From an optimization exercise on the open Yosys and OpenROAD flow, aimed at small area, a short achievable clock period and few clock cycles per item; shortcuts taken in it are not production practice.
RTL that was checked went through simulation tests only; none was proved equivalent to the original.
The RTL of runs 3 and 4 was laid out without a check of its function.
No activity file was given, so power comes from the tool's default toggle rates.

==> design.v <==
package jst_pkg;
  localparam int MaxDepth = 64;
  localparam int DepthW   = $clog2(MaxDepth + 1);
  localparam int CntW     = 24;
  localparam int CpW      = 21;
  localparam logic [3:0] EV_NONE      = 4'd0;
  localparam logic [3:0] EV_OBJ_OPEN  = 4'd1;
  localparam logic [3:0] EV_OBJ_CLOSE = 4'd2;
  localparam logic [3:0] EV_ARR_OPEN  = 4'd3;
  localparam logic [3:0] EV_ARR_CLOSE = 4'd4;
  localparam logic [3:0] EV_STR_CHAR  = 4'd5;
  localparam logic [3:0] EV_STR_END   = 4'd6;
  localparam logic [3:0] EV_KEY_END   = 4'd7;
  localparam logic [3:0] EV_TRUE      = 4'd8;
  localparam logic [3:0] EV_FALSE     = 4'd9;
  localparam logic [3:0] EV_NULL      = 4'd10;
  localparam logic [3:0] EV_NUM_CHAR  = 4'd11;
  localparam logic [3:0] EV_NUM_END   = 4'd12;
  localparam logic CMD_CHAR   = 1'b0;
  localparam logic CMD_FINISH = 1'b1;
endpackage
module jst_core (
  input  logic        clk,
  input  logic        rst,
  input  logic        acc,
  input  logic        take,
  input  logic        pend,
  input  logic        cmd,
  input  logic [7:0]  char_byte,
  output logic        two,
  output logic [3:0]  out_event_res,
  output logic        out_number_is_real,
  output logic        out_in_key,
  output logic [20:0] out_code_point,
  output logic [1:0]  out_status,
  output logic [23:0] out_line_number,
  output logic [23:0] out_column_number
);
  localparam int MaxDepth = jst_pkg::MaxDepth;
  localparam int DepthW   = jst_pkg::DepthW;
  localparam int CntW     = jst_pkg::CntW;
  localparam int CpW      = jst_pkg::CpW;
  localparam logic [4:0] S_VALUE   = 5'd0;
  localparam logic [4:0] S_DONE    = 5'd1;
  localparam logic [4:0] S_ERR     = 5'd2;
  localparam logic [4:0] S_AFTER   = 5'd3;
  localparam logic [4:0] S_KEY     = 5'd4;
  localparam logic [4:0] S_COLON   = 5'd5;
  localparam logic [4:0] S_COMMA   = 5'd6;
  localparam logic [4:0] S_T1      = 5'd7;
  localparam logic [4:0] S_T2      = 5'd8;
  localparam logic [4:0] S_T3      = 5'd9;
  localparam logic [4:0] S_F1      = 5'd10;
  localparam logic [4:0] S_F2      = 5'd11;
  localparam logic [4:0] S_F3      = 5'd12;
  localparam logic [4:0] S_F4      = 5'd13;
  localparam logic [4:0] S_N1      = 5'd14;
  localparam logic [4:0] S_N2      = 5'd15;
  localparam logic [4:0] S_N3      = 5'd16;
  localparam logic [4:0] S_STR     = 5'd17;
  localparam logic [4:0] S_ESC     = 5'd18;
  localparam logic [4:0] S_UHEX    = 5'd19;
  localparam logic [4:0] S_PB      = 5'd20;
  localparam logic [4:0] S_PU      = 5'd21;
  localparam logic [4:0] S_LHEX    = 5'd22;
  localparam logic [4:0] S_SIGN    = 5'd23;
  localparam logic [4:0] S_DOT     = 5'd24;
  localparam logic [4:0] S_EXP     = 5'd25;
  localparam logic [4:0] S_EXPSIGN = 5'd26;
  localparam logic [4:0] S_NUM     = 5'd28;
  localparam logic [4:0] S_ZERO    = 5'd29;
  localparam logic [4:0] S_FRAC    = 5'd30;
  localparam logic [4:0] S_EXPNUM  = 5'd31;
  logic [4:0]        state, state_next;
  logic [DepthW-1:0] depth, depth_next;
  logic              just_opened, just_opened_next;
  logic [1:0]        hex_idx, hex_idx_next;
  logic              str_key, str_key_next;
  logic [MaxDepth-1:0] stk;           
  logic              push, pop, push_kind;
  logic [CntW-1:0]   line, line_next;
  logic [CntW-1:0]   col, col_next;
  logic [CpW-1:0]    cp, cp_next;
  logic [3:0]        ev, ev0;
  logic              real_q, real0;
  logic              close_kind, close_kind0;
  logic [7:0]        b;
  logic              ws, dig, hexv;
  logic [3:0]        hv;
  logic              in_num, num_cont, top_obj, dnz, d1;
  logic [4:0]        vdone;
  localparam logic [CntW-1:0] CntMax = '1;
  assign b       = char_byte;
  assign ws      = b == 8'h20 || b == 8'h09 || b == 8'h0A || b == 8'h0D;
  assign dig     = b >= "0" && b <= "9";
  assign hexv    = dig || (b >= "a" && b <= "f") || (b >= "A" && b <= "F");
  assign hv      = dig ? b[3:0] : b[3:0] + 4'd9;
  assign top_obj = stk[0];
  assign dnz     = depth != '0;
  assign d1      = depth == DepthW'(1);
  assign vdone   = dnz ? S_COMMA : S_DONE;
  assign in_num  = state[4:2] == 3'b111;
  assign num_cont = (state != S_ZERO && dig) ||
                    (b == "." && (state == S_NUM || state == S_ZERO)) ||
                    ((b == "e" || b == "E") && state != S_EXPNUM);
  always_comb begin
    state_next       = state;
    depth_next       = depth;
    just_opened_next = just_opened;
    push             = 1'b0;
    pop              = 1'b0;
    push_kind        = 1'b0;
    ev0              = jst_pkg::EV_NONE;
    real0            = 1'b0;
    close_kind0      = 1'b0;
    two              = 1'b0;
    line_next        = line;
    col_next         = col;
    if (cmd == jst_pkg::CMD_FINISH) begin
      if (in_num) begin
        ev0        = jst_pkg::EV_NUM_END;
        real0      = state[1];
        state_next = vdone;
      end
    end else begin
      if (b == 8'h0A) begin
        if (line != CntMax) line_next = line + CntW'(1);
        col_next = '0;
      end else if (col != CntMax) begin
        col_next = col + CntW'(1);
      end
      case (state)
        S_VALUE: begin
          if (!ws) begin
            if (b == "{" || b == "[") begin
              if (depth[DepthW-1]) state_next = S_ERR;
              else begin
                push             = 1'b1;
                push_kind        = b == "{";
                depth_next       = depth + DepthW'(1);
                just_opened_next = 1'b1;
                ev0              = push_kind ? jst_pkg::EV_OBJ_OPEN : jst_pkg::EV_ARR_OPEN;
                state_next       = push_kind ? S_KEY : S_VALUE;
              end
            end else if (b == "t") state_next = S_T1;
            else if (b == "f") state_next = S_F1;
            else if (b == "n") state_next = S_N1;
            else if (b == "\"") state_next = S_STR; else if (b == "-" || dig) begin
              ev0        = jst_pkg::EV_NUM_CHAR;
              state_next = (b == "-") ? S_SIGN : (b == "0") ? S_ZERO : S_NUM;
            end else if (b == "]" && dnz && !top_obj && just_opened) begin
              ev0        = jst_pkg::EV_ARR_CLOSE;
              pop        = 1'b1;
              state_next = d1 ? S_DONE : S_COMMA;
            end else state_next = S_ERR;
          end
        end
        S_KEY: begin
          if (!ws) begin
            if (b == "\"") state_next = S_STR;
            else if (b == "}" && just_opened) begin
              ev0        = jst_pkg::EV_OBJ_CLOSE;
              pop        = 1'b1;
              state_next = d1 ? S_DONE : S_COMMA;
            end else state_next = S_ERR;
          end
        end
        S_COLON: if (!ws) state_next = (b == ":") ? S_VALUE : S_ERR;
        S_T1: state_next = (b == "r") ? S_T2 : S_ERR;
        S_T2: state_next = (b == "u") ? S_T3 : S_ERR;
        S_F1: state_next = (b == "a") ? S_F2 : S_ERR;
        S_F2: state_next = (b == "l") ? S_F3 : S_ERR;
        S_F3: state_next = (b == "s") ? S_F4 : S_ERR;
        S_N1: state_next = (b == "u") ? S_N2 : S_ERR;
        S_N2: state_next = (b == "l") ? S_N3 : S_ERR;
        S_T3, S_F4: begin
          if (b == "e") begin
            ev0        = (state == S_T3) ? jst_pkg::EV_TRUE : jst_pkg::EV_FALSE;
            state_next = vdone;
          end else state_next = S_ERR;
        end
        S_N3: begin
          if (b == "l") begin
            ev0        = jst_pkg::EV_NULL;
            state_next = vdone;
          end else state_next = S_ERR;
        end
        S_STR: begin
          if (b == "\"") begin
            ev0        = str_key ? jst_pkg::EV_KEY_END : jst_pkg::EV_STR_END;
            state_next = str_key ? S_COLON : vdone;
          end else if (b == "\\") state_next = S_ESC;
          else if (b < 8'h20) state_next = S_ERR;
          else ev0 = jst_pkg::EV_STR_CHAR;
        end
        S_ESC: begin
          ev0        = jst_pkg::EV_STR_CHAR;
          state_next = S_STR;
          if (b == "u") begin
            ev0        = jst_pkg::EV_NONE;
            state_next = S_UHEX;
          end else if (!(b == "\"" || b == "\\" || b == "/" || b == "b" || b == "f" ||
                         b == "n" || b == "r" || b == "t")) begin
            ev0        = jst_pkg::EV_NONE;
            state_next = S_ERR;
          end
        end
        S_UHEX: begin
          if (!hexv) state_next = S_ERR;
          else if (hex_idx == 2'd3) begin
            if (cp[11:6] == 6'b110110) state_next = S_PB;
            else begin
              ev0        = jst_pkg::EV_STR_CHAR;
              state_next = S_STR;
            end
          end
        end
        S_PB: state_next = (b == "\\") ? S_PU : S_ERR;
        S_PU: state_next = (b == "u") ? S_LHEX : S_ERR;
        S_LHEX: begin
          if (!hexv) state_next = S_ERR;
          else if (hex_idx == 2'd3) begin
            if (!cp[10]) begin
              ev0        = jst_pkg::EV_STR_CHAR;
              state_next = S_STR;
            end else state_next = S_ERR;
          end
        end
        S_SIGN, S_DOT, S_EXPSIGN: begin
          if (dig) begin
            ev0        = jst_pkg::EV_NUM_CHAR;
            state_next = (state == S_SIGN) ? ((b == "0") ? S_ZERO : S_NUM) :
                         (state == S_DOT) ? S_FRAC : S_EXPNUM;
          end else state_next = S_ERR;
        end
        S_EXP: begin
          if (dig || b == "-" || b == "+") begin
            ev0        = jst_pkg::EV_NUM_CHAR;
            state_next = dig ? S_EXPNUM : S_EXPSIGN;
          end else state_next = S_ERR;
        end
        S_NUM, S_ZERO, S_FRAC, S_EXPNUM: begin
          if (num_cont) begin
            ev0 = jst_pkg::EV_NUM_CHAR;
            if (b == ".") state_next = S_DOT;
            else if (b == "e" || b == "E") state_next = S_EXP;
          end else begin
            ev0   = jst_pkg::EV_NUM_END;
            real0 = state[1];
            if (!dnz) begin
              state_next = ws ? S_DONE : S_AFTER;
            end else if (ws) begin
              state_next = S_COMMA;
            end else if (b == ",") begin
              just_opened_next = 1'b0;
              state_next       = top_obj ? S_KEY : S_VALUE;
            end else if ((b == "}" && top_obj) || (b == "]" && !top_obj)) begin
              two         = 1'b1;
              close_kind0 = top_obj;
              pop         = 1'b1;
              state_next  = d1 ? S_DONE : S_COMMA;
            end else state_next = S_ERR;
          end
        end
        S_DONE: if (!ws) state_next = S_AFTER;
        S_COMMA: begin
          if (ws) begin
          end else if (b == ",") begin
            just_opened_next = 1'b0;
            state_next       = top_obj ? S_KEY : S_VALUE;
          end else if ((b == "}" && top_obj) || (b == "]" && !top_obj)) begin
            ev0        = top_obj ? jst_pkg::EV_OBJ_CLOSE : jst_pkg::EV_ARR_CLOSE;
            pop        = 1'b1;
            state_next = d1 ? S_DONE : S_COMMA;
          end else state_next = S_ERR;
        end
        default: begin
        end
      endcase
      if (pop) depth_next = depth - DepthW'(1);
    end
  end
  always_comb begin
    hex_idx_next = (state == S_UHEX || state == S_LHEX) ? hex_idx + 2'd1 : 2'd0;
    str_key_next = (state == S_KEY) ? 1'b1 : (state == S_VALUE) ? 1'b0 : str_key;
    cp_next      = CpW'(b);
    case (state)
      S_ESC: begin
        case (b)
          "b":     cp_next = CpW'(8'h08);
          "f":     cp_next = CpW'(8'h0C);
          "n":     cp_next = CpW'(8'h0A);
          "r":     cp_next = CpW'(8'h0D);
          "t":     cp_next = CpW'(8'h09);
          default: cp_next = CpW'(b);
        endcase
      end
      S_UHEX: begin
        cp_next = {5'd0, cp[11:0], hv};
        if (hex_idx == 2'd3 && cp[11:6] == 6'b110110) cp_next[20:11] = {cp[5:0], hv};
      end
      S_PB, S_PU: cp_next = cp;
      S_LHEX: begin
        cp_next      = cp;
        cp_next[9:0] = {cp[5:0], hv};
        if (hex_idx == 2'd0) cp_next[10] = hv != 4'hD;
        if (hex_idx == 2'd1) cp_next[10] = cp[10] || hv[3:2] != 2'b11;
        if (hex_idx == 2'd3) cp_next[20:10] = {1'b0, cp[20:11]} + 11'h040;
      end
      default: ;
    endcase
  end
  always_ff @(posedge clk) begin
    if (acc && cmd == jst_pkg::CMD_CHAR) begin
      hex_idx <= hex_idx_next;
      str_key <= str_key_next;
      cp      <= cp_next;
    end
  end
  always_ff @(posedge clk) begin
    if (rst) begin
      state <= S_VALUE;
      depth <= '0;
      line  <= '0;
      col   <= '0;
    end else if (acc) begin
      state <= state_next;
      depth <= depth_next;
      line  <= line_next;
      col   <= col_next;
    end
  end
  always_ff @(posedge clk) begin
    if (acc) begin
      just_opened <= just_opened_next;
      ev          <= ev0;
      real_q      <= real0;
      close_kind  <= close_kind0;
    end else if (take && pend) begin
      ev     <= close_kind ? jst_pkg::EV_OBJ_CLOSE : jst_pkg::EV_ARR_CLOSE;
      real_q <= 1'b0;
    end
  end
  logic sh_push, sh_pop, sh_hold;
  assign sh_push = acc && push;
  assign sh_pop  = acc && pop;
  assign sh_hold = !(sh_push || sh_pop);
  always_ff @(posedge clk) begin
    stk <= ({stk[MaxDepth-2:0], push_kind} & {MaxDepth{sh_push}}) |
           ({1'b0, stk[MaxDepth-1:1]} & {MaxDepth{sh_pop}}) |
           (stk & {MaxDepth{sh_hold}});
  end
  assign out_event_res      = ev;
  assign out_number_is_real = real_q;
  assign out_in_key         = str_key && (ev == jst_pkg::EV_STR_CHAR || ev == jst_pkg::EV_KEY_END);
  assign out_code_point     = (ev == jst_pkg::EV_STR_CHAR || ev == jst_pkg::EV_NUM_CHAR) ? cp : '0;
  assign out_status         = (state[4:2] == 3'b000) ? state[1:0] : 2'd0;
  assign out_line_number    = line;
  assign out_column_number  = col;
endmodule
module jst_queue (
  input  logic       clk,
  input  logic       rst,
  input  logic       in_valid,
  output logic       in_ready,
  input  logic       in_cmd,
  input  logic [7:0] in_char_byte,
  input  logic       out_ready,
  output logic       out_valid,
  input  logic       two,         
  output logic       go,          
  output logic       cmd,         
  output logic [7:0] char_byte,
  output logic       pend         
);
  logic a_v, a_v_next, out_valid_next, take, in_acc;
  logic free_q;   
  assign take     = out_valid && out_ready;
  assign go       = a_v && (!out_valid || (out_ready && !pend));
  assign in_ready = free_q || (out_ready && !pend);
  assign in_acc   = in_valid && in_ready;
  always_comb begin
    a_v_next       = in_ready ? in_valid : a_v;
    out_valid_next = go ? 1'b1 : (take && !pend) ? 1'b0 : out_valid;
    if (rst) begin
      a_v_next       = 1'b0;
      out_valid_next = 1'b0;
    end
  end
  always_ff @(posedge clk) begin
    a_v       <= a_v_next;
    out_valid <= out_valid_next;
    free_q    <= !a_v_next || !out_valid_next;
  end
  always_ff @(posedge clk) begin
    if (in_acc) begin
      cmd       <= in_cmd;
      char_byte <= in_char_byte;
    end
  end
  always_ff @(posedge clk) begin
    if (go) pend <= two;
    else if (take) pend <= 1'b0;
  end
endmodule
module json_stream_tokenizer_top (
  input  logic        clk,
  input  logic        rst,
  input  logic        in_valid,
  output logic        in_ready,
  input  logic        in_cmd,
  input  logic [7:0]  in_char_byte,
  output logic        out_valid,
  input  logic        out_ready,
  output logic [3:0]  out_event_res,
  output logic        out_number_is_real,
  output logic        out_in_key,
  output logic [20:0] out_code_point,
  output logic [1:0]  out_status,
  output logic [23:0] out_line_number,
  output logic [23:0] out_column_number,
  output logic        out_last_of_run
);
  logic       go, take, pend, two;
  logic       cmd;
  logic [7:0] char_byte;
  assign take = out_valid && out_ready;
  jst_queue u_queue (
    .clk       (clk),
    .rst       (rst),
    .in_valid  (in_valid),
    .in_ready  (in_ready),
    .in_cmd    (in_cmd),
    .in_char_byte (in_char_byte),
    .out_ready (out_ready),
    .out_valid (out_valid),
    .two       (two),
    .go        (go),
    .cmd       (cmd),
    .char_byte (char_byte),
    .pend      (pend)
  );
  jst_core u_core (
    .clk                (clk),
    .rst                (rst),
    .acc                (go),
    .take               (take),
    .pend               (pend),
    .cmd                (cmd),
    .char_byte          (char_byte),
    .two                (two),
    .out_event_res      (out_event_res),
    .out_number_is_real (out_number_is_real),
    .out_in_key         (out_in_key),
    .out_code_point     (out_code_point),
    .out_status         (out_status),
    .out_line_number    (out_line_number),
    .out_column_number  (out_column_number)
  );
  assign out_last_of_run = !pend;
endmodule
==> flow/run.sh <==
#!/bin/bash
# Standard layout, with the port buffers inserted as buf_2 cells instead of the
# delay-buffer cell that buffer_ports picks by default.
set -euo pipefail
export BUFFER_PORTS_ARGS="-buffer_cell sky130_fd_sc_hd__buf_2"
bash standard.sh finish > standard_finish.log 2>&1
==> standard.sh <==
#!/bin/bash
# synth_recipe.tcl (not shown) runs the flow's synth.tcl, then flattens the netlist and writes it again
# the make line also repeats each setting of config.mk as NAME=value (left out here)
make -C /OpenROAD-flow-scripts/flow DESIGN_CONFIG=/design/flow/config.mk WORK_HOME=/design/flow/orfs CLKGATE_MAP_FILE= SYNTH_SCRIPT=/design/flow/synth_recipe.tcl "${@:-finish}"
==> config.mk <==
export PLATFORM = sky130hd
export DESIGN_NAME = json_stream_tokenizer_top
export DESIGN_NICKNAME = json_stream_tokenizer_top
export VERILOG_FILES = /design/flow/design.v
export SDC_FILE = /design/flow/constraint.sdc
export NUM_CORES = 4
export LEC_CHECK = 0
export CAP_MARGIN = 20
export CORE_MARGIN = 2
export CORE_UTILIZATION = 40
export PLACE_DENSITY = 0.8
export SETUP_SLACK_MARGIN = 3.15
export SLEW_MARGIN = 20
==> constraint.sdc <==
create_clock -name core_clock -period 6.0 [get_ports {clk}]
set_input_delay 1.2000 -clock core_clock [delete_from_list [all_inputs] [get_ports {clk}]]
set_output_delay 1.2000 -clock core_clock [all_outputs]
set_load 0.01 [all_outputs]
==> qor.csv, run 1 <==
metric,value,unit
p_sw,682,µW
cellLeakagePower,0.00415,µW
yosysWarnings,2,
synthesis.area,9440,µm²
drt-initial-drc-count,1161,
ff2ff_setup_slack,3.14,ns
synth_most_common_cell,nand2_1,
rsz0062_at_grt,true,
end_kind,flip-flop,
seq_area_frac_synth,0.400,
overflow,0,
synth_ff_type,dfxtp_1,
synth_top_cell_area_share,0.269,
antenna_found_initial,0,
holdCritStartpoint,u_core.stk[63]$_DFF_P_,
worstPathArrival,3.20,ns
p_comb_frac,0.085,
dieArea,24800,µm²
dr_total_vias,9528,
total_power,2530,µW
cts_sinks,168,
synth_edf_count,41,
layout-drive-gt1-share,0.208,
setup_tns,0,ns
synthTopCellsByArea,"dfxtp_1 (27%), edfxtp_1 (13%), nand2_1 (5.6%)",
clock_power_share,0.446,
syn_area_per_cell,8.21,µm²
internal_power,1850,µW
drv_slew,0,
power_frac_seq,0.470,
status,no timing/DRC/antenna violations,
synth_seq_cells,168,
synth_nets,1177,
reg2regPathDepth,10,
nets,1276,
finalHoldViolCount,0,
wl,29600,µm
die_width,158,µm
gp_congestion,0.995,
start_util,0.405,
holdPathStages,1,
crit_type,reg2reg,
place_hpwl,18500,µm
cts_tree,yes,
grt_pass1_vias,8591,
synth_common_cells,"nand2_1 (142), dfxtp_1 (127), o21ai_0 (105), nor2_1 (86), a22oi_1 (68)",
io_buffers,92,
p_sw_frac,0.269,
dpl_cell_area,10100,µm²
clockBufferDepth,2,
grt_util_all_layers,0.230,
max_slew_margin,0.218,
cap_violations,0,
crit_required,6.34,ns
setup_viol_count_final,0,
clkLatencyLatePin,0.44,ns
h-tree-depth,4,
yosys.area.top_type,dfxtp_1,
drc_errors,0,
cts_root_buf,clkbuf_16,
syn_to_final_growth,22.3,%
wl_per_cell,18.7,µm
r2r_end,u_core.stk[59]$_DFF_P_,
via_per_inst,6.03,
cp_max_fo,19,
drt_pre_antenna_iters,5,
diodes,0,
async_flop_share,0,
hp-class,reg2reg,
whs_endpoint,u_core.stk[63]$_DFF_P_,
die_h,158,µm
timing.fmax,350,MHz
ir_drop,0.203,mV
period_share,0.476,
numCtsBuffers,17,
core_area,23300,µm²
ys_types,80,
fin_worst_skew,0.0158,ns
cellPowerDensity,219,nW/µm²
clk_pin_slew,0.08,ns
grt_max_degree,65,
num_rows,56,
final_cell_area,11600,µm²
grt_pass1_wl,45600,µm
min_period,2.86,ns
start_kind,flip-flop,
r2r-start,u_queue.char_byte[0]$_DFFE_PP_,
ant_nets,0,
worstMarginPinSlew,1.17,ns
io_pins,93,
synthesis.instances,1150,
placed cells by master (no fill, tap or decap), types with 15 or more instances in the layout:
| cell | count |
|---|---|
| and3_1 | 36 |
| xor2_1 | 24 |
| clkbuf_16 | 19 |
| nand3_1 | 46 |
| a21oi_1 | 43 |
| xnor2_1 | 27 |
| buf_2 | 90 |
| nand4_1 | 17 |
| nand2_1 | 139 |
| nor3_1 | 22 |
| nor4_1 | 15 |
| nor2b_1 | 18 |
| edfxtp_1 | 41 |
| nor2_1 | 85 |
| dfxtp_1 | 126 |
| inv_1 | 30 |
| buf_4 | 55 |
| o21ai_0 | 101 |
| a22oi_1 | 68 |
worst max-delay path, stage by stage, from the launching register on:
cell,delay [ns]
edfxtp_1,0.41
inv_2,0.12
ha_4,0.19
or3b_4,0.44
nor2_4,0.19
nor3_4,0.06
or3_4,0.49
buf_4,0.18
o21ai_4,0.42
nand2_1,0.13
o21ai_0,0.12
kinds of logic (layout without fill, tap and decap cells):
family | count (synthesis) | count (layout) | synth area share
and+or+nand+nor | 484 | 487 | 0.263
AOI/OAI and AO/OA | 313 | 314 | 0.217
DFF | 168 | 168 | 0.400
buffers and inverters | 114 | 222 | 0.0480
xor gates and xnor gates | 51 | 51 | 0.0473
adders and majority gates | 14 | 14 | 0.0186
muxes | 6 | 6 | 0.00676
per-layer routing:
layer	share of wire	wire [µm]	global-route usage
met1	0.43	12700	0.317
met2	0.44	13100	0.344
met3	0.094	2790	0.0564
met4	0.034	1020	0.0935
met5	0	0	0
through the flow:
step,setup WS [ns],utilization,hold slack [ns],instances
final,3.14,0.495,0.475,1581
after CTS,3.13,0.477,0.477,1552
after floorplan,3.15,-,0.442,1150
after global routing,3.06,0.495,0.507,1581
after detailed placement,2.18,0.434,0.462,1491
after global placement,2.20,0.434,0.455,1491
power groups by stage:
| stage | Clock [µW] | Combinational, µW | Sequential, µW |
|---|---|---|---|
| after global placement | 0 | 158 | 1220 |
| after CTS | 1130 | 188 | 1190 |
| after detailed placement | 0 | 158 | 1220 |
| final | 1130 | 215 | 1190 |
| after global routing | 1180 | 228 | 1190 |
| after floorplan | 0 | 121 | 1210 |
registers in the layout (all words and copies together) (netlist names):
signal	count
u_core.stk	64
u_core.line	24
u_core.real_q	1
u_core.ev	4
u_core.just_opened	1
u_queue.a_v	1
u_queue.cmd	1
u_queue.out_valid	1
u_core.depth	7
u_core.cp	21
u_queue.char_byte	8
u_queue.pend	1
u_core.hex_idx	2
u_queue.free_q	1
u_core.close_kind	1
u_core.str_key	1
u_core.col	24
u_core.state	5
worst max path at each step:
stage,from,slack (ns),endpoint
6_report,u_queue.char_byte[0]$_DFFE_PP_,3.14,u_core.stk[59]$_DFF_P_
5_1_grt,u_queue.char_byte[0]$_DFFE_PP_,3.06,u_core.stk[37]$_DFF_P_
4_1_cts,u_core.ev[1]$_DFFE_PP_,3.13,out_code_point[16]
3_5_place_dp,u_queue.char_byte[5]$_DFFE_PP_,2.18,u_core.stk[12]$_DFF_P_
3_3_place_gp,u_queue.char_byte[5]$_DFFE_PP_,2.20,u_core.stk[8]$_DFF_P_
2_1_floorplan,out_ready,3.15,u_core.line[16]$_SDFFE_PP0P_
final cells by class:
type | count | area [µm²]
clock inverter | 14 | 158
clock buffer | 18 | 439
sequential | 168 | 3770
inverter | 34 | 148
tap | 319 | 399
fill | 2109 | 11800
timing repair buffer | 156 | 1050
multi-input combinational | 872 | 5580
timing repair:
| action | in CTS | in global routing |
|---|---|---|
| gates resized for setup | 36 | 44 |
| cloned | 4 | 5 |
| hold buffers | 0 | 0 |
| setup buffers | 25 | 24 |
| endpoints found under the setup margin | 126 | 73 |
| endpoints found under the hold margin | 0 | 0 |
| pin swaps | 5 | 13 |
Testbench counts, summed over its fixed seeds: cycles 48,368, bytes 48,352.
==> inputs of run 2 (changes only) <==
--- a/config.mk
+++ b/config.mk
@@ -9,5 +9,4 @@
 export CORE_MARGIN = 2
 export CORE_UTILIZATION = 40
-export PLACE_DENSITY = 0.8
 export SETUP_SLACK_MARGIN = 3.15
 export SLEW_MARGIN = 20
==> qor.csv, run 2 <==
metric,value,unit
cp-endpoint,out_code_point[6],
min_period,2.86,ns
final_common_cell,nand2_1,
final_cell_mix,"nand2_1 (138), dfxtp_1 (125), o21ai_0 (101)",
synthTopCellsByArea,"dfxtp_1 (27%), edfxtp_1 (13%), nand2_1 (5.6%)",
yosysWarnings,2,
synthesis.area,9440,µm²
dr_total_vias,9131,
cp_cell_sequence,nor2_1 > nand2_1 > o21ai_4 > buf_4 > and3_1 > buf_2,
path_depth,6,
timing.fmax,349,MHz
setup_tns,0,ns
die_width,158,µm
antenna_found_initial,0,
largestRegisters,"u_core.stk (64), u_core.col (24), u_core.line (24)",
cellLeakagePower,0.00409,µW
top_register,u_core.stk,
drt-initial-drc-count,959,
crit_family,flip-flops,
cts_root_buf,clkbuf_16,
seq_area_frac_synth,0.400,
async_flop_share,0,
synth_ff_type,dfxtp_1,
r2r_end,u_core.ev[2]$_DFFE_PP_,
largest_register_ffs,64,
io_pins,93,
n_fill_cell,2206,
syn_area_per_cell,8.21,µm²
end_kind,output pin,
wl_per_cell,17.9,µm
hold_buffers,0,
top_layer,met4,
ir_drop,0.184,mV
start_kind,flip-flop,
r2r-start,u_queue.char_byte[7]$_DFFE_PP_,
crit_type,reg2out,
drt_pre_antenna_iters,7,
max_slew_margin,0.304,
cap_violations,0,
synth_most_common_cell,nand2_1,
reg2regPathDepth,8,
drc_errors,0,
worstMarginPinSlew,1.03,ns
synthesis.instances,1150,
crit_start,u_core.ev[3]$_SDFFCE_PN0P_,
grt_util_all_layers,0.224,
yosys.area.top_type,dfxtp_1,
layout-drive-gt1-share,0.199,
synth_seq_cells,168,
syn_to_final_growth,21.6,%
instances_no_fill,1562,
place_hpwl,18000,µm
cts_sinks,168,
cp_max_fo,5,
dieArea,24800,µm²
rsz0062_at_grt,true,
clockBufferDepth,2,
synth_edf_count,41,
worstPathArrival,1.66,ns
timing.critical_path.buf_inv,2,
critical-path-slowest-cell,edfxtp_1,
grt_pass1_vias,8281,
clk_pin_slew,0.07,ns
period_share,0.477,
grt_max_degree,46,
status,no timing/DRC/antenna violations,
setup_viol_count_final,0,
gp_congestion,1.03,
cts_tree,yes,
finalHoldViolCount,0,
start_util,0.405,
crit_required,4.80,ns
cellPowerDensity,221,nW/µm²
fin_worst_skew,0.0109,ns
dpl.cell_count,1491,
via_per_inst,5.85,
hp-class,reg2reg,
drt-met1-wl,12800,µm
h-tree-depth,4,
drv_slew,0,
synth_nets,1177,
wl,28000,µm
io_buffers,92,
die_h,158,µm
diodes,0,
num_rows,56,
timing.hold.ws,0.476,ns
max_stage_delay,0.43,ns
core_area,23300,µm²
wl_met2,12000,µm
clkLatencyLatePin,0.43,ns
ys_types,80,
overflow,0,
numCtsBuffers,17,
grt_pass1_wl,44500,µm
ff2ff_setup_slack,3.18,ns
synth_common_cells,"nand2_1 (142), dfxtp_1 (127), o21ai_0 (105), nor2_1 (86), a22oi_1 (68)",
route.met3.wl,2290,µm
synth_top_cell_area_share,0.269,
ant_nets,0,
nets,1257,
run 2: worst min-delay path by stage:
stage | slack (ns) | cells past startpoint | startpoint | endpoint
CTS | 0.48 | 1 | u_core.stk[63]$_DFF_P_ | u_core.stk[63]$_DFF_P_
finish | 0.48 | 1 | u_core.stk[63]$_DFF_P_ | u_core.stk[63]$_DFF_P_
floorplan | 0.44 | 1 | u_core.stk[63]$_DFF_P_ | u_core.stk[63]$_DFF_P_
global route | 0.48 | 1 | u_core.stk[63]$_DFF_P_ | u_core.stk[63]$_DFF_P_
detailed placement | 0.46 | 1 | u_core.stk[63]$_DFF_P_ | u_core.stk[63]$_DFF_P_
global placement | 0.45 | 1 | u_core.stk[63]$_DFF_P_ | u_core.stk[63]$_DFF_P_
run 2: cells by family (layout without fill, tap and decap cells):
kind of cell / after synthesis / after routing / synth area share
flops: 168 / 168 / 0.400
buf+inv: 114 / 205 / 0.0480
fa+ha+maj: 14 / 14 / 0.0186
compound gates: 313 / 313 / 0.217
mux: 6 / 6 / 0.00676
xor+xnor: 51 / 51 / 0.0473
simple gates: 484 / 486 / 0.263
run 2: stage by stage:
step / power (µW) / util / worst slack, ns / instance area, µm²
2_1_floorplan: 1330 / - / 3.15 / 9530
3_3_place_gp: 1380 / 0.434 / 2.40 / 10100
3_5_place_dp: 1380 / 0.434 / 2.34 / 10100
4_1_cts: 2530 / 0.477 / 3.13 / 11100
5_1_grt: 2620 / 0.492 / 3.03 / 11500
6_report: 2530 / 0.492 / 3.14 / 11500
run 2: what timing repair did:
item / 4_1_cts / 5_1_grt
pin swaps: 5 / 8
endpoints found under the hold margin: 0 / 0
resized for setup: 35 / 56
gates cloned: 5 / 2
setup buffers: 18 / 14
setup endpoints to repair: 114 / 126
run 2: cell type report:
type	count	area, µm²	share of cell area
well taps	319	399	0.0348
clock buffers	17	425	0.0370
repair buffers	139	978	0.0852
inverters	34	148	0.0129
flip-flops and latches	168	3780	0.329
clock inverters	15	189	0.0165
multi-input cells	870	5570	0.485
run 2: power breakdown:
group	internal (µW)	switching [µW]	total, µW	leakage [µW]
Combinational	71.6	133	205	0.00239
Sequential	1170	17.8	1190	0.00141
Clock	601	536	1140	0.000297
run 2: layer usage:
| layer | vias up | global-route usage |
|---|---|---|
| met2 | 418 | 0.332 |
| li1 | 4367 | - |
| met3 | 87 | 0.0531 |
| met1 | 4259 | 0.314 |
| met5 | - | 0 |
| met4 | 0 | 0.0870 |
==> inputs of run 3 (changes only) <==
--- a/design.v
+++ b/design.v
@@ -376,7 +376,8 @@
   logic a_v, a_v_next, out_valid_next, take, in_acc;
   logic free_q;   
+  logic npend;    
   assign take     = out_valid && out_ready;
   assign go       = a_v && (!out_valid || (out_ready && !pend));
-  assign in_ready = free_q || (out_ready && !pend);
+  assign in_ready = free_q || (out_ready && npend);
   assign in_acc   = in_valid && in_ready;
   always_comb begin
@@ -400,6 +401,11 @@
   end
   always_ff @(posedge clk) begin
-    if (go) pend <= two;
-    else if (take) pend <= 1'b0;
+    if (go) begin
+      pend  <= two;
+      npend <= !two;
+    end else if (take) begin
+      pend  <= 1'b0;
+      npend <= 1'b1;
+    end
   end
 endmodule
--- a/config.mk
+++ b/config.mk
@@ -9,4 +9,4 @@
 export CORE_MARGIN = 2
 export CORE_UTILIZATION = 40
-export SETUP_SLACK_MARGIN = 3.15
+export SETUP_SLACK_MARGIN = 3.3
 export SLEW_MARGIN = 20
==> qor.csv, run 3 <==
metric,value,unit
max_stage_delay,0.41,ns
dr_total_vias,9677,
numCtsBuffers,17,
end_kind,output pin,
ant_nets,0,
max_slew_margin,0.433,
yosysWarnings,2,
ys_types,93,
grt_pass1_wl,47500,µm
largestRegisters,"u_core.stk (64), u_core.col (24), u_core.line (24)",
start_util,0.409,
final_common_cell,nand2_1,
drt-initial-drc-count,1082,
cp_cell_sequence,nor2_1 > nand2_1 > o21ai_2 > buf_4 > and3_1 > buf_2,
antenna_found_initial,0,
syn_to_final_growth,26.3,%
cap_violations,0,
timing.fmax,354,MHz
cts_tree,yes,
p_comb_frac,0.091,
synthTopCellsByArea,"dfxtp_1 (26%), edfxtp_1 (13%), nand2_1 (5.7%)",
num_rows,56,
cp_max_fo,6,
fin_worst_skew,0.0109,ns
syn_area_per_cell,8.40,µm²
nets,1314,
p_sw_frac,0.260,
clk_pin_slew,0.07,ns
internal_power,1850,µW
io_buffers,92,
setup_tns,0,ns
synthesis.area,9670,µm²
grt_max_degree,77,
yosys.area.top_type,dfxtp_1,
synth_top_cell_area_share,0.263,
top_register,u_core.stk,
wl,30500,µm
gp_congestion,0.985,
overflow,0,
crit_type,reg2out,
synth_edf_count,42,
die_width,159,µm
largest_register_ffs,64,
grt_pass1_vias,8726,
hp-class,reg2reg,
synth_seq_cells,169,
start_kind,flip-flop,
crit_required,4.80,ns
ir_drop,0.169,mV
seq_area_frac_synth,0.394,
synth_ff_type,dfxtp_1,
setup_viol_count_final,0,
drv_slew,0,
layout-drive-gt1-share,0.250,
finalHoldViolCount,0,
final_cell_mix,"nand2_1 (143), dfxtp_1 (125), nor2_1 (92)",
wl_per_cell,18.8,µm
h-tree-depth,4,
drc_errors,0,
cellLeakagePower,0.00446,µW
io_pins,93,
dieArea,25400,µm²
via_per_inst,5.98,
diodes,0,
synth_common_cells,"nand2_1 (146), dfxtp_1 (127), nor2_1 (94), a22oi_1 (65), o21ai_1 (54)",
cts_root_buf,clkbuf_16,
drt_pre_antenna_iters,6,
core_area,23600,µm²
async_flop_share,0,
critical-path-slowest-cell,edfxtp_1,
rsz0062_at_grt,true,
synth_most_common_cell,nand2_1,
reg2regPathDepth,11,
synth_nets,1178,
hold_buffers,0,
status,no timing/DRC/antenna violations,
holdPathStages,2,
synthesis.instances,1151,
power_frac_seq,0.478,
worstPathArrival,1.62,ns
clock_power_share,0.431,
cts_sinks,169,
die_h,159,µm
clkLatencyLatePin,0.44,ns
period_share,0.470,
min_period,2.82,ns
dpl_cell_area,10300,µm²
final_cell_area,12200,µm²
place_hpwl,18600,µm
cellPowerDensity,205,nW/µm²
p_sw,651,µW
worstMarginPinSlew,0.849,ns
grt_util_all_layers,0.229,
clockBufferDepth,2,
[run 3: cell count changes in the layout (fill, tap and decap cells not counted), sizes merged, moves of 5 or more]
| cell | before | now |
|---|---|---|
| a31oi | 6 | 11 |
| buf | 135 | 198 |
| inv | 39 | 29 |
| nand3 | 49 | 41 |
| nand4 | 17 | 28 |
| nor2 | 87 | 94 |
| nor2b | 18 | 9 |
| nor4 | 21 | 14 |
| or3 | 13 | 20 |
[run 3: layer usage]
| layer | share of wire | track usage |
|---|---|---|
| met5 | 0 | 0 |
| met4 | 0.037 | 0.0888 |
| met3 | 0.10 | 0.0688 |
| met2 | 0.43 | 0.344 |
| met1 | 0.43 | 0.310 |
[run 3: layout make-up]
class                           count  area (µm²)
Fill cell                        2220       11400
Multi-Input combinational cell    876        5830
Sequential cell                   169        3810
Timing Repair Buffer              200        1500
Clock buffer                       21         472
Tap cell                          319         399
Clock inverter                     11         101
Inverter                           23        91.3
[run 3: repair_timing]
item,4_1_cts,5_1_grt
gates cloned,7,0
gates resized for setup,57,67
buffers inserted,36,52
pin swaps,8,31
setup endpoints to repair,140,129
[run 3: path summary, 6_finish.rpt]
kind                                  start                            to  slack, ns
max                  u_core.ev[1]$_DFFE_PP_             out_code_point[0]       3.18
min                  u_core.stk[29]$_DFF_P_        u_core.stk[29]$_DFF_P_       0.47
max reg2reg  u_queue.char_byte[1]$_DFFE_PP_  u_core.depth[4]$_SDFFE_PP0P_       3.28
min reg2reg          u_core.stk[29]$_DFF_P_        u_core.stk[29]$_DFF_P_       0.47
[run 3: logic make-up after synthesis]
group	count (synthesis)	synth area share
buffers and inverters	107	0.0496
multiplexers	7	0.00777
flip-flops	169	0.394
AND/OR/NAND/NOR	496	0.274
XOR/XNOR	51	0.0462
AO/OA/AOI/OAI	307	0.211
adder cells (fa/ha/maj)	14	0.0181
[run 3: critical path: cells and delay by family, from the launching register on]
family,cells,cell delay (ns)
flops,1,0.41
simple gates,3,0.34
buf+inv,2,0.32
compound gates,1,0.11
[run 3: power by group through the flow]
stage	Clock, µW	Combinational [µW]	Sequential (µW)
2_1_floorplan	0	112	1210
3_3_place_gp	0	145	1230
3_5_place_dp	0	143	1230
4_1_cts	1100	190	1200
5_1_grt	1150	240	1200
6_report	1080	228	1200
[run 3: per-stage QoR]
| stage | util | setup WS (ns) | hold WS (ns) | std cells | power (µW) |
|---|---|---|---|---|---|
| CTS | 0.489 | 3.16 | 0.468 | 1567 | 2480 |
| global placement | 0.435 | 2.51 | 0.452 | 1492 | 1380 |
| global route | 0.517 | 3.09 | 0.490 | 1619 | 2590 |
| detailed placement | 0.435 | 2.39 | 0.459 | 1492 | 1370 |
| finish | 0.517 | 3.18 | 0.467 | 1619 | 2500 |
| floorplan | - | 3.30 | 0.442 | 1151 | 1330 |
==> inputs of run 4 (changes only) <==
--- a/design.v
+++ b/design.v
@@ -85,4 +85,5 @@
   logic              real_q, real0;
   logic              close_kind, close_kind0;
+  logic              cpen_q;         
   logic [7:0]        b;
   logic              ws, dig, hexv;
@@ -337,4 +338,5 @@
       real_q      <= real0;
       close_kind  <= close_kind0;
+      cpen_q      <= ev0 == jst_pkg::EV_STR_CHAR || ev0 == jst_pkg::EV_NUM_CHAR;
     end else if (take && pend) begin
       ev     <= close_kind ? jst_pkg::EV_OBJ_CLOSE : jst_pkg::EV_ARR_CLOSE;
@@ -354,5 +356,5 @@
   assign out_number_is_real = real_q;
   assign out_in_key         = str_key && (ev == jst_pkg::EV_STR_CHAR || ev == jst_pkg::EV_KEY_END);
-  assign out_code_point     = (ev == jst_pkg::EV_STR_CHAR || ev == jst_pkg::EV_NUM_CHAR) ? cp : '0;
+  assign out_code_point     = cp & {CpW{cpen_q}};
   assign out_status         = (state[4:2] == 3'b000) ? state[1:0] : 2'd0;
   assign out_line_number    = line;
--- a/config.mk
+++ b/config.mk
@@ -9,4 +9,4 @@
 export CORE_MARGIN = 2
 export CORE_UTILIZATION = 40
-export SETUP_SLACK_MARGIN = 3.3
+export SETUP_SLACK_MARGIN = 3.25
 export SLEW_MARGIN = 20
==> qor.csv, run 4 <==
metric,value,unit
status,no timing/DRC/antenna violations,
die_h,159,µm
dieArea,25400,µm²
start_util,0.409,
wl,28900,µm
io_buffers,92,
final_cell_mix,"nand2_1 (144), dfxtp_1 (123), nor2_1 (91)",
antenna_found_initial,0,
timing.hold.ws,0.469,ns
finalHoldViolCount,0,
synth_common_cells,"nand2_1 (147), dfxtp_1 (127), nor2_1 (95), o21ai_0 (90), a22oi_1 (63)",
cts_tree,yes,
largest_register_ffs,64,
synth_most_common_cell,nand2_1,
fin_worst_skew,0.0165,ns
r2r-start,u_queue.char_byte[1]$_DFFE_PP_,
final_cell_area,12000,µm²
clkLatencyLatePin,0.45,ns
max_stage_delay,0.49,ns
die_width,159,µm
syn_area_per_cell,8.38,µm²
dr_total_vias,9350,
grt_util_all_layers,0.214,
cellPowerDensity,207,nW/µm²
critical-path-slowest-cell,edfxtp_1,
n_fill_cell,2226,
holdCritStartpoint,u_core.stk[63]$_DFF_P_,
grt_pass1_wl,44800,µm
layout-drive-gt1-share,0.222,
setup_tns,0,ns
grt_max_degree,69,
synthesis.area,9650,µm²
r2r_end,u_core.depth[2]$_SDFFE_PP0P_,
grt_pass1_vias,8289,
place_hpwl,18000,µm
timing.fmax,351,MHz
final_common_cell,nand2_1,
end_kind,flip-flop,
synth_top_cell_area_share,0.263,
ff2ff_setup_slack,3.15,ns
worstPathArrival,3.23,ns
cp_max_fo,6,
synth_edf_count,43,
num_rows,56,
dpl_cell_area,10300,µm²
nets,1282,
holdPathStages,1,
drt_pre_antenna_iters,8,
syn_to_final_growth,24.0,%
cap_violations,0,
crit_required,6.38,ns
h-tree-depth,4,
cts_sinks,170,
ys_types,94,
crit_type,reg2reg,
final.setup.worst_slack,3.15,ns
core_area,23600,µm²
rsz0062_at_grt,true,
overflow,0,
synth_seq_cells,170,
min_period,2.85,ns
async_flop_share,0,
yosys.area.top_type,dfxtp_1,
diodes,0,
ir_drop,0.177,mV
drt-initial-drc-count,853,
reg2regPathDepth,12,
max_slew_margin,0.297,
start_kind,flip-flop,
top_register,u_core.stk,
worstMarginPinSlew,1.04,ns
numCtsBuffers,17,
period_share,0.475,
gp_congestion,0.991,
yosysWarnings,2,
total_power,2480,µW
synthTopCellsByArea,"dfxtp_1 (26%), edfxtp_1 (13%), nand2_1 (5.7%)",
synth_nets,1179,
post-place-ws,2.28,ns
synth_ff_type,dfxtp_1,
seq_area_frac_synth,0.397,
cp_cell_sequence,inv_2 > ha_4 > nand4_1 > buf_4 > a2111oi_4 > nand3_4 > o211ai_4 > buf_6 > buf_4 > nor3_1 > or4_4 > a21oi_2,
ant_nets,0,
clk_pin_slew,0.07,ns
largestRegisters,"u_core.stk (64), u_core.col (24), u_core.line (24)",
via_per_inst,5.89,
cellLeakagePower,0.00425,µW
io_pins,93,
drv_slew,0,
cts_root_buf,clkbuf_16,
setup_viol_count_final,0,
hp-class,reg2reg,
whs_endpoint,u_core.stk[63]$_DFF_P_,
drc_errors,0,
clockBufferDepth,2,
crit_top_cell,buf_4,
synthesis.instances,1152,
wl_per_cell,18.2,µm
-- run 4: logic make-up (layout without fill, tap and decap cells) --
group,Yosys count,after routing,synth area share
AND/OR/NAND/NOR,487,487,0.264
AO/OA/AOI/OAI,313,314,0.220
flip-flops,170,170,0.397
buffers and inverters,112,227,0.0482
XOR/XNOR,49,49,0.0445
adder cells (fa/ha/maj),14,14,0.0181
multiplexers,7,7,0.00765
-- run 4: final cells by class --
class,instances,area (µm²),area share
well taps,319,399,0.0333
multi-input cells,871,5830,0.487
inverters,34,128,0.0107
clock inverters,10,75.1,0.00627
flip-flops and latches,170,3850,0.321
repair buffers,161,1190,0.0998
clock buffers,22,495,0.0414
-- run 4: power breakdown --
group | internal [µW] | total (µW) | switching (µW)
combinational | 70.5 | 185 | 114
clock | 596 | 1100 | 502
sequential | 1190 | 1200 | 12.8
-- run 4: per-layer routing --
layer  vias to the layer above  share of wire  track usage
met5                         -              0            0
met4                         0          0.024       0.0748
met3                        69          0.083       0.0492
met2                       417           0.44        0.317
met1                      4423           0.45        0.306
li1                       4441              -            -
-- run 4: repair_timing --
action                     4_1_cts  5_1_grt
buffers inserted                30       23
setup endpoints to repair      136      153
pin swaps                        8       14
hold buffers                     0        0
gates cloned                     2        4
resized for setup               62       57
-- run 4: worst max-delay path by stage --
stage,from,endpoint,slack (ns),cells past startpoint
final,u_queue.char_byte[1]$_DFFE_PP_,u_core.depth[2]$_SDFFE_PP0P_,3.15,12
after global routing,u_queue.char_byte[1]$_DFFE_PP_,u_core.depth[2]$_SDFFE_PP0P_,3.07,12
after CTS,out_ready,in_ready,3.13,4
after detailed placement,u_queue.char_byte[0]$_DFFE_PP_,u_core.stk[41]$_DFF_P_,2.28,11
after global placement,u_queue.char_byte[0]$_DFFE_PP_,u_core.stk[45]$_DFF_P_,2.26,11
after floorplan,u_queue.char_byte[1]$_DFFE_PP_,u_core.state[4]$_SDFFE_PP0P_,3.26,11
-- run 4: metrics by stage --
stage / cells / utilization
final: 1587 / 0.507
after CTS: 1560 / 0.484
after global routing: 1587 / 0.507
after detailed placement: 1496 / 0.436
after floorplan: 1152 / -
after global placement: 1496 / 0.436
-- run 4: worst max-delay path, delay by kind of cell, from the launching register on --
family | cells | cell delay [ns]
flip-flops | 1 | 0.49
buffers and inverters | 4 | 0.67
AND/OR/NAND/NOR | 4 | 0.79
AO/OA/AOI/OAI | 3 | 0.63
adder cells (fa/ha/maj) | 1 | 0.19
==> inputs of run 5 (changes only) <==
--- a/design.v
+++ b/design.v
@@ -378,8 +378,7 @@
   logic a_v, a_v_next, out_valid_next, take, in_acc;
   logic free_q;   
-  logic npend;    
   assign take     = out_valid && out_ready;
   assign go       = a_v && (!out_valid || (out_ready && !pend));
-  assign in_ready = free_q || (out_ready && npend);
+  assign in_ready = free_q || (out_ready && !pend);
   assign in_acc   = in_valid && in_ready;
   always_comb begin
@@ -403,11 +402,6 @@
   end
   always_ff @(posedge clk) begin
-    if (go) begin
-      pend  <= two;
-      npend <= !two;
-    end else if (take) begin
-      pend  <= 1'b0;
-      npend <= 1'b1;
-    end
+    if (go) pend <= two;
+    else if (take) pend <= 1'b0;
   end
 endmodule
--- a/config.mk
+++ b/config.mk
@@ -9,4 +9,4 @@
 export CORE_MARGIN = 2
 export CORE_UTILIZATION = 40
-export SETUP_SLACK_MARGIN = 3.25
+export SETUP_SLACK_MARGIN = 3.22
 export SLEW_MARGIN = 20
==> qor.csv, run 5 <==
metric,value,unit
status,no timing/DRC/antenna violations,
synth_most_common_cell,nand2_1,
overflow,0,
cts_tree,yes,
critical-path-slowest-cell,a21oi_4,
p_sw,654,µW
crit_family,buffers and inverters,
reg2regPathDepth,9,
finalHoldViolCount,0,
final_common_cell,nand2_1,
total_power,2480,µW
dieArea,24800,µm²
grt_max_degree,68,
worstPathArrival,1.62,ns
r2r-start,u_queue.char_byte[4]$_DFFE_PP_,
instances_no_fill,1622,
gp_congestion,1.01,
cellLeakagePower,0.00464,µW
period_share,0.470,
timing.fmax,355,MHz
largest_register_ffs,64,
clkLatencyLatePin,0.44,ns
syn_area_per_cell,8.14,µm²
synth_edf_count,42,
synthTopCellsByArea,"dfxtp_1 (27%), edfxtp_1 (13%), nand2_1 (8.2%)",
async_flop_share,0,
path_depth,4,
drv_slew,0,
end_kind,output pin,
synth_seq_cells,169,
numCtsBuffers,17,
setup_tns,0,ns
via_per_inst,5.87,
start_kind,input port,
drt-initial-drc-count,914,
cp_max_fo,3,
syn_to_final_growth,25.2,%
core_area,23300,µm²
worstMarginPinSlew,0.929,ns
num_rows,56,
timing.critical_path.buf_inv,3,
n_fill_cell,2226,
hp-class,reg2reg,
max_stage_delay,0.13,ns
clock_power_share,0.433,
crit_type,in2out,
synthesis.instances,1159,
holdPathStages,2,
whs_endpoint,u_core.stk[1]$_DFF_P_,
min_period,2.82,ns
io_buffers,92,
ff2ff_setup_slack,3.23,ns
seq_area_frac_synth,0.403,
die_h,158,µm
grt_pass1_wl,46000,µm
wl,30400,µm
drt_pre_antenna_iters,7,
io_pins,93,
synth_nets,1186,
max_slew_margin,0.372,
antenna_found_initial,0,
place_hpwl,19100,µm
top_register,u_core.stk,
cellPowerDensity,210,nW/µm²
die_width,158,µm
grt_util_all_layers,0.236,
largestRegisters,"u_core.stk (64), u_core.col (24), u_core.line (24)",
start_util,0.404,
cts_root_buf,clkbuf_16,
cp_cell_sequence,buf_8 > a21oi_4 > inv_1 > buf_2,
setup_viol_count_final,0,
clk_pin_slew,0.06,ns
clockBufferDepth,2,
synth_common_cells,"nand2_1 (205), dfxtp_1 (127), nor2_1 (88), a22oi_1 (67), nand3_1 (52)",
fin_worst_skew,0.0163,ns
nets,1317,
drc_errors,0,
r2r_end,u_core.ev[0]$_SDFFCE_PN0P_,
final_cell_area,11800,µm²
layout-drive-gt1-share,0.222,
yosys.area.top_type,dfxtp_1,
dr_total_vias,9521,
synth_ff_type,dfxtp_1,
h-tree-depth,4,
synthesis.area,9440,µm²
ant_nets,0,
wl_per_cell,18.7,µm
rsz0062_at_grt,true,
crit_required,4.80,ns
diodes,0,
dpl.cell_count,1512,
final_cell_mix,"nand2_1 (201), dfxtp_1 (124), buf_2 (92)",
internal_power,1820,µW
dpl_cell_area,10100,µm²
ir_drop,0.183,mV
p_sw_frac,0.264,
holdCritStartpoint,u_core.stk[1]$_DFF_P_,
grt_pass1_vias,8310,
power_frac_seq,0.481,
p_comb_frac,0.086,
yosysWarnings,2,
synth_top_cell_area_share,0.269,
cap_violations,0,
ys_types,82,
cts_sinks,169,
[run 5: cell count changes after synthesis, sizes merged, moves of 8 or more]
cell / change
or3: +13
and2: -12
nand3: +9
nor3: +20
nor2b: -8
a21oi: +8
o21ai: -53
nand2: +58
nand2b: +10
[run 5: cell type report]
cell class,instances,area (µm²),share of cell area
Multi-Input combinational cell,894,5630,0.477
Sequential cell,169,3810,0.323
Timing Repair Buffer,180,1280,0.109
Clock buffer,18,439,0.0372
Tap cell,319,399,0.0338
Clock inverter,14,130,0.0110
Inverter,28,115,0.00974
[run 5: per-stage QoR]
stage / hold WS (ns) / setup slack [ns] / utilization
floorplan: 0.431 / 3.14 / -
global placement: 0.441 / 2.33 / 0.435
global route: 0.471 / 3.16 / 0.506
finish: 0.455 / 3.18 / 0.506
CTS: 0.455 / 3.16 / 0.488
detailed placement: 0.446 / 2.28 / 0.435
[run 5: kinds of logic after synthesis]
logic type,share of synthesized area
AOI/OAI and AO/OA,0.185
xor gates and xnor gates,0.0380
adders and majority gates,0.0186
buffers and inverters,0.0431
DFF,0.403
muxes,0.00636
and+or+nand+nor,0.306
[run 5: how the worst max path moves through the flow]
stage	startpoint	end	slack, ns
finish	out_ready	in_ready	3.18
global placement	u_queue.char_byte[1]$_DFFE_PP_	u_core.stk[0]$_DFF_P_	2.33
global route	out_ready	in_ready	3.16
CTS	out_ready	in_ready	3.16
floorplan	out_ready	u_core.col[21]$_SDFFE_PP0P_	3.14
detailed placement	out_ready	u_core.col[21]$_SDFFE_PP0P_	2.28
[run 5: metal layers]
metal	up-vias	wire, µm	GRT usage
li1	4515	-	-
met1	4481	13200	0.320
met2	430	13700	0.361
met3	95	2210	0.0545
met4	0	1260	0.0996
met5	-	0	0
[run 5: repair_timing]
item,in CTS,in global routing
buffers inserted,36,35
resized for setup,66,34
gates cloned,5,2
setup endpoints to repair,128,124
hold buffers,0,0
pin swaps,10,11
[run 5: worst register-to-register path: cells and delay by family, from the launching register on]
kind	cells	cell delay, ns
and+or+nand+nor	3	0.59
AOI/OAI and AO/OA	4	1.16
DFF	1	0.51
buffers and inverters	2	0.26
[run 5: power groups by stage]
| stage | Clock, µW | Sequential [µW] | Combinational, µW |
|---|---|---|---|
| after floorplan | 0 | 1210 | 105 |
| after global placement | 0 | 1230 | 147 |
| after detailed placement | 0 | 1230 | 145 |
| after CTS | 1100 | 1200 | 180 |
| after global routing | 1140 | 1190 | 226 |
| final | 1070 | 1190 | 212 |
Testbench counts of run 5, summed over its fixed seeds: cycles 48,368, bytes 48,352.
==> inputs of run 6 (changes only) <==
--- a/config.mk
+++ b/config.mk
@@ -9,4 +9,4 @@
 export CORE_MARGIN = 2
 export CORE_UTILIZATION = 40
-export SETUP_SLACK_MARGIN = 3.22
+export SETUP_SLACK_MARGIN = 3.08
 export SLEW_MARGIN = 20
==> qor.csv, run 6 <==
metric,value,unit
via_per_inst,5.84,
wl_per_cell,17.9,µm
holdCritStartpoint,u_core.stk[5]$_DFF_P_,
ys_types,82,
fin_util,0.483,
wl,28300,µm
synth_edf_count,42,
drt_pre_antenna_iters,6,
clockBufferDepth,2,
rsz0062_at_grt,true,
period_share,0.477,
dieArea,24800,µm²
synthTopCellsByArea,"dfxtp_1 (27%), edfxtp_1 (13%), nand2_1 (8.2%)",
reg2regPathDepth,9,
synth_most_common_cell,nand2_1,
hp-class,reg2reg,
r2r-start,u_core.state[2]$_SDFFE_PP0P_,
syn_area_per_cell,8.14,µm²
status,no timing/DRC/antenna violations,
whs_endpoint,u_core.stk[5]$_DFF_P_,
final_common_cell,nand2_1,
io_pins,93,
start_kind,input port,
drv_slew,0,
start_util,0.404,
synth_seq_cells,169,
num_rows,56,
synthesis.area,9440,µm²
drt-initial-drc-count,791,
h-tree-depth,4,
crit_start,out_ready,
worstPathArrival,1.66,ns
ff2ff_setup_slack,3.15,ns
hold_buffers,0,
internal_power,1860,µW
overflow,0,
cts_tree,yes,
ant_nets,0,
syn_to_final_growth,19.4,%
cts_root_buf,clkbuf_16,
min_period,2.86,ns
dr_total_vias,9222,
cellPowerDensity,222,nW/µm²
die_width,158,µm
numCtsBuffers,17,
finalHoldViolCount,0,
cts_sinks,169,
top_register,u_core.stk,
fin_worst_skew,0.0184,ns
clock_power_share,0.450,
cellLeakagePower,0.00435,µW
clkLatencyLatePin,0.43,ns
grt_max_degree,68,
power_frac_seq,0.479,
largest_register_ffs,64,
max_slew_margin,0.440,
cp_max_fo,3,
end_kind,output pin,
place_hpwl,18900,µm
p_sw,633,µW
r2r_end,u_core.stk[63]$_DFF_P_,
synth_top_cell_area_share,0.269,
die_h,158,µm
synth_nets,1186,
p_sw_frac,0.253,
crit_required,4.80,ns
gp_congestion,0.942,
synth_ff_type,dfxtp_1,
antenna_found_initial,1,
worstMarginPinSlew,0.839,ns
nets,1272,
largestRegisters,"u_core.stk (64), u_core.col (24), u_core.line (24)",
yosysWarnings,2,
synth_common_cells,"nand2_1 (205), dfxtp_1 (127), nor2_1 (88), a22oi_1 (67), nand3_1 (52)",
synthesis.instances,1159,
core_area,23300,µm²
grt_pass1_vias,8063,
setup_viol_count_final,0,
timing.hold.ws,0.455,ns
yosys.area.top_type,dfxtp_1,
p_comb_frac,0.072,
grt_util_all_layers,0.223,
grt_pass1_wl,43900,µm
crit_type,in2out,
seq_area_frac_synth,0.403,
cap_violations,0,
io_buffers,92,
layout-drive-gt1-share,0.179,
timing.fmax,350,MHz
setup_tns,0,ns
final_cell_mix,"nand2_1 (203), dfxtp_1 (125), buf_2 (92)",
async_flop_share,0,
ir_drop,0.193,mV
drc_errors,0,
holdPathStages,2,
clk_pin_slew,0.06,ns
run 6: power groups by stage:
| stage | registers, µW | logic (µW) | clock network (µW) |
|---|---|---|---|
| global placement | 1230 | 144 | 0 |
| detailed placement | 1230 | 143 | 0 |
| floorplan | 1210 | 104 | 0 |
| global route | 1200 | 192 | 1190 |
| finish | 1190 | 179 | 1120 |
| CTS | 1200 | 157 | 1150 |
run 6: worst max-delay path, stage by stage:
cell and delay (ns):
buf_2 0.13, a21oi_4 0.15, inv_1 0.05, buf_2 0.13
run 6: how the worst max path moves through the flow:
stage                                         to  slack (ns)  cells past startpoint
detailed placement   u_core.col[19]$_SDFFE_PP0P_        1.80                     11
floorplan            u_core.col[17]$_SDFFE_PP0P_        3.08                     11
finish                                  in_ready        3.14                      4
global placement     u_core.col[19]$_SDFFE_PP0P_        1.92                     11
CTS                 u_core.depth[3]$_SDFFE_PP0P_        3.08                      9
global route         u_core.col[19]$_SDFFE_PP0P_        3.07                     12
run 6: metal layers:
metal	vias up	wire length (µm)	global-route usage
met3	87	1970	0.0441
met4	0	1070	0.101
met2	401	12700	0.337
li1	4421	-	-
met1	4313	12600	0.308
met5	-	0	0
run 6: final cells by class:
class,instances,area (µm²)
diodes,1,2.50
clock buffers,20,468
clock inverters,12,126
fillers,2262,12100
inverters,28,115
multi-input cells,895,5540
flip-flops and latches,169,3810
well taps,319,399
repair buffers,134,813
run 6: timing repair:
item | 4_1_cts | 5_1_grt
setup endpoints to repair | 152 | 108
pin swaps | 5 | 6
resized for setup | 40 | 29
setup buffers | 10 | 19
gates cloned | 4 | 0
run 6: cell families (layout without fill, tap and decap cells):
family,after synthesis,after routing,synth area share
XOR/XNOR,41,41,0.0380
AND/OR/NAND/NOR,571,575,0.306
adder cells (fa/ha/maj),14,14,0.0186
multiplexers,6,6,0.00636
buffers and inverters,99,194,0.0431
flip-flops,169,169,0.403
AO/OA/AOI/OAI,259,259,0.185
other,0,1,0
run 6: stage by stage:
step           std cells  setup WS, ns  power (µW)  area [µm²]
6_report            1578          3.14        2500       11300
5_1_grt             1577          3.07        2580       11300
4_1_cts             1558          3.08        2500       11000
3_5_place_dp        1512          1.80        1370       10100
3_3_place_gp        1512          1.92        1370       10100
2_1_floorplan       1159          3.08        1320        9440
==> inputs of run 7 (changes only) <==
--- a/config.mk
+++ b/config.mk
@@ -9,4 +9,4 @@
 export CORE_MARGIN = 2
 export CORE_UTILIZATION = 40
-export SETUP_SLACK_MARGIN = 3.08
+export SETUP_SLACK_MARGIN = 3.15
 export SLEW_MARGIN = 20
==> qor.csv, run 7 <==
metric,value,unit
status,no timing/DRC/antenna violations,
synthesis.area,9440,µm²
muxShareOfSynthArea,0.00636,
synth_common_cells,"nand2_1 (205), dfxtp_1 (127), nor2_1 (88), a22oi_1 (67), nand3_1 (52)",
synth_seq_cells,169,
grt.met2_usage,0.349,
synth_nets,1186,
drc_errors,0,
cellLeakagePower,0.00442,µW
r2r-start,u_queue.char_byte[6]$_DFFE_PP_,
syn_area_per_cell,8.14,µm²
synth_ff_type,dfxtp_1,
ir_drop,0.168,mV
synthXorXnorAreaFrac,0.0380,
cap_violations,0,
io_pins,93,
use_met1,0.309,
setup_tns,0,ns
instances_no_fill,1587,
wl,28700,µm
die_width,158,µm
largestRegisters,"u_core.stk (64), u_core.col (24), u_core.line (24)",
max_stage_delay,0.14,ns
synth_most_common_cell,nand2_1,
drv_slew,0,
fin_worst_skew,0.0114,ns
ys_types,82,
max_slew_margin,0.317,
layout-drive-gt1-share,0.192,
ant_nets,0,
start_util,0.404,
dieArea,24800,µm²
drt-initial-drc-count,1020,
end_kind,output pin,
top_register,u_core.stk,
crit_required,4.80,ns
worstPathArrival,1.62,ns
grt_use_met3,0.0479,
async_flop_share,0,
hp-class,reg2reg,
largest_register_ffs,64,
final_cell_mix,"nand2_1 (202), dfxtp_1 (124), buf_2 (90)",
io_buffers,92,
worstMarginPinSlew,1.02,ns
min_period,2.82,ns
num_rows,56,
h-tree-depth,4,
synthAdderAreaFrac,0.0186,
dr_total_vias,9257,
diodes,0,
dpl_cell_area,10100,µm²
nets,1282,
synth_top_cell_area_share,0.269,
drt_pre_antenna_iters,6,
yosysWarnings,2,
grt_max_degree,68,
gp_congestion,0.996,
total_power,2530,µW
synthesis.instances,1159,
start_kind,input port,
setup_viol_count_final,0,
antenna_found_initial,0,
synth-simple-area-share,0.306,
holdCritStartpoint,u_core.stk[56]$_DFF_P_,
core_area,23300,µm²
synthTopCellsByArea,"dfxtp_1 (27%), edfxtp_1 (13%), nand2_1 (8.2%)",
cts_root_buf,clkbuf_16,
cts_tree,yes,
die_h,158,µm
clkLatencyLatePin,0.43,ns
numCtsBuffers,17,
period_share,0.470,
place_hpwl,18700,µm
final_cell_area,11500,µm²
cp_max_fo,3,
cellPowerDensity,221,nW/µm²
crit_start,out_ready,
final_common_cell,nand2_1,
dpl.cell_count,1511,
seq_area_frac_synth,0.403,
grt_pass1_wl,44600,µm
synth_top_family_by_area,simple AND/OR/NAND/NOR gates,
grt_pass1_vias,8337,
cts_sinks,169,
rsz0062_at_grt,true,
via_per_inst,5.83,
crit_type,in2out,
yosys.area.top_type,dfxtp_1,
clk_pin_slew,0.07,ns
wl_per_cell,18.1,µm
critical-path-slowest-cell,a21oi_4,
clockBufferDepth,2,
timing.fmax,355,MHz
cp_cell_sequence,buf_8 > a21oi_4 > inv_2 > buf_6,
syn_to_final_growth,21.4,%
finalHoldViolCount,0,
busiest_layer,met2,
synth_edf_count,42,
synth-compound-area-share,0.185,
overflow,0,
grt_util_all_layers,0.226,
## run 7: area by class of cell
cell class / instances / area [µm²]
Fill cell: 2259 / 11900
Multi-Input combinational cell: 897 / 5590
Clock inverter: 13 / 150
Clock buffer: 19 / 453
Timing Repair Buffer: 142 / 935
Tap cell: 319 / 399
Inverter: 28 / 123
Sequential cell: 169 / 3810
## run 7: final timing paths
check | cells after the start | endpoint | slack [ns]
worst min-delay path | 2 | u_core.stk[56]$_DFF_P_ | 0.46
worst min register to register | 2 | u_core.stk[56]$_DFF_P_ | 0.46
worst max register to register | 8 | u_core.ev[2]$_DFFE_PP_ | 3.21
worst max-delay path | 4 | in_ready | 3.18
## run 7: cell families after synthesis
logic type,count (synthesis)
mux,6
xor+xnor,41
fa+ha+maj,14
buf+inv,99
flops,169
simple gates,571
compound gates,259
## run 7: critical path, delay by kind of cell
kind | cells | cell delay [ns]
buffers and inverters | 3 | 0.27
AO/OA/AOI/OAI | 1 | 0.14
## run 7: routing by layer
layer | routed length, µm | part of all wire
met1 | 12900 | 0.45
met5 | 0 | 0
met4 | 841 | 0.029
met3 | 1840 | 0.064
met2 | 13100 | 0.46
## run 7: metrics by stage
step                 util  setup slack (ns)  hold WS (ns)
finish              0.491              3.18         0.455
floorplan               -              3.14         0.431
global route        0.491              3.14         0.468
global placement    0.434              2.29         0.445
CTS                 0.481              3.15         0.458
detailed placement  0.434              2.23         0.448
## run 7: what timing repair did
| item | 4_1_cts | 5_1_grt |
|---|---|---|
| cloned | 5 | 2 |
| hold buffers | 0 | 0 |
| gates resized for setup | 55 | 28 |
| endpoints found under the setup margin | 117 | 83 |
| pin swaps | 8 | 8 |
| buffers inserted | 24 | 13 |
## run 7: report_power, final
group / switching, µW / internal, µW / total, µW / leakage [µW]
Sequential: 15.1 / 1180 / 1190 / 0.00142
Clock: 530 / 617 / 1150 / 0.000299
Combinational: 120 / 69.0 / 189 / 0.00270
Total: 666 / 1860 / 2530 / 0.00442

[separate check: timing with driven ports]
The results above use ideal ports. As a check the final layouts listed here were re-extracted and re-timed, cells and wires unchanged.
Step 1 assumes that a clkbuf_16 drives the clock port and a buf_2 every other input.
Step 2, shift: input delay + t, output delay - t, t = (earliest + latest rising clock arrival at the registers) / 2. This alone moves slack from input paths to output paths.
Slacks: ideal ports / drivers / drivers and shift; pairs: ideal ports / drivers.
run | shift t [ns] | slack for setup (ns) | worst data-port slew with drivers (ns)
run 1 | 0.478 | 3.144 / 3.118 / 2.769 | 0.05
run 2 | 0.477 | 3.139 / 3.090 / 2.720 | 0.07
run 3 | 0.478 | 3.177 / 3.121 / 2.785 | 0.08
run 4 | 0.483 | 3.150 / 3.120 / 2.867 | 0.07
run 5 | 0.475 | 3.180 / 3.137 / 2.817 | 0.06
run 6 | 0.469 | 3.140 / 3.104 / 2.717 | 0.06
run 7 | 0.475 | 3.179 / 3.128 / 2.805 | 0.07
After both steps every run listed still meets setup and hold. For run 6, which loses most, drivers alone change the setup slack by -0.036 ns; drivers and shift together by -0.423 ns.
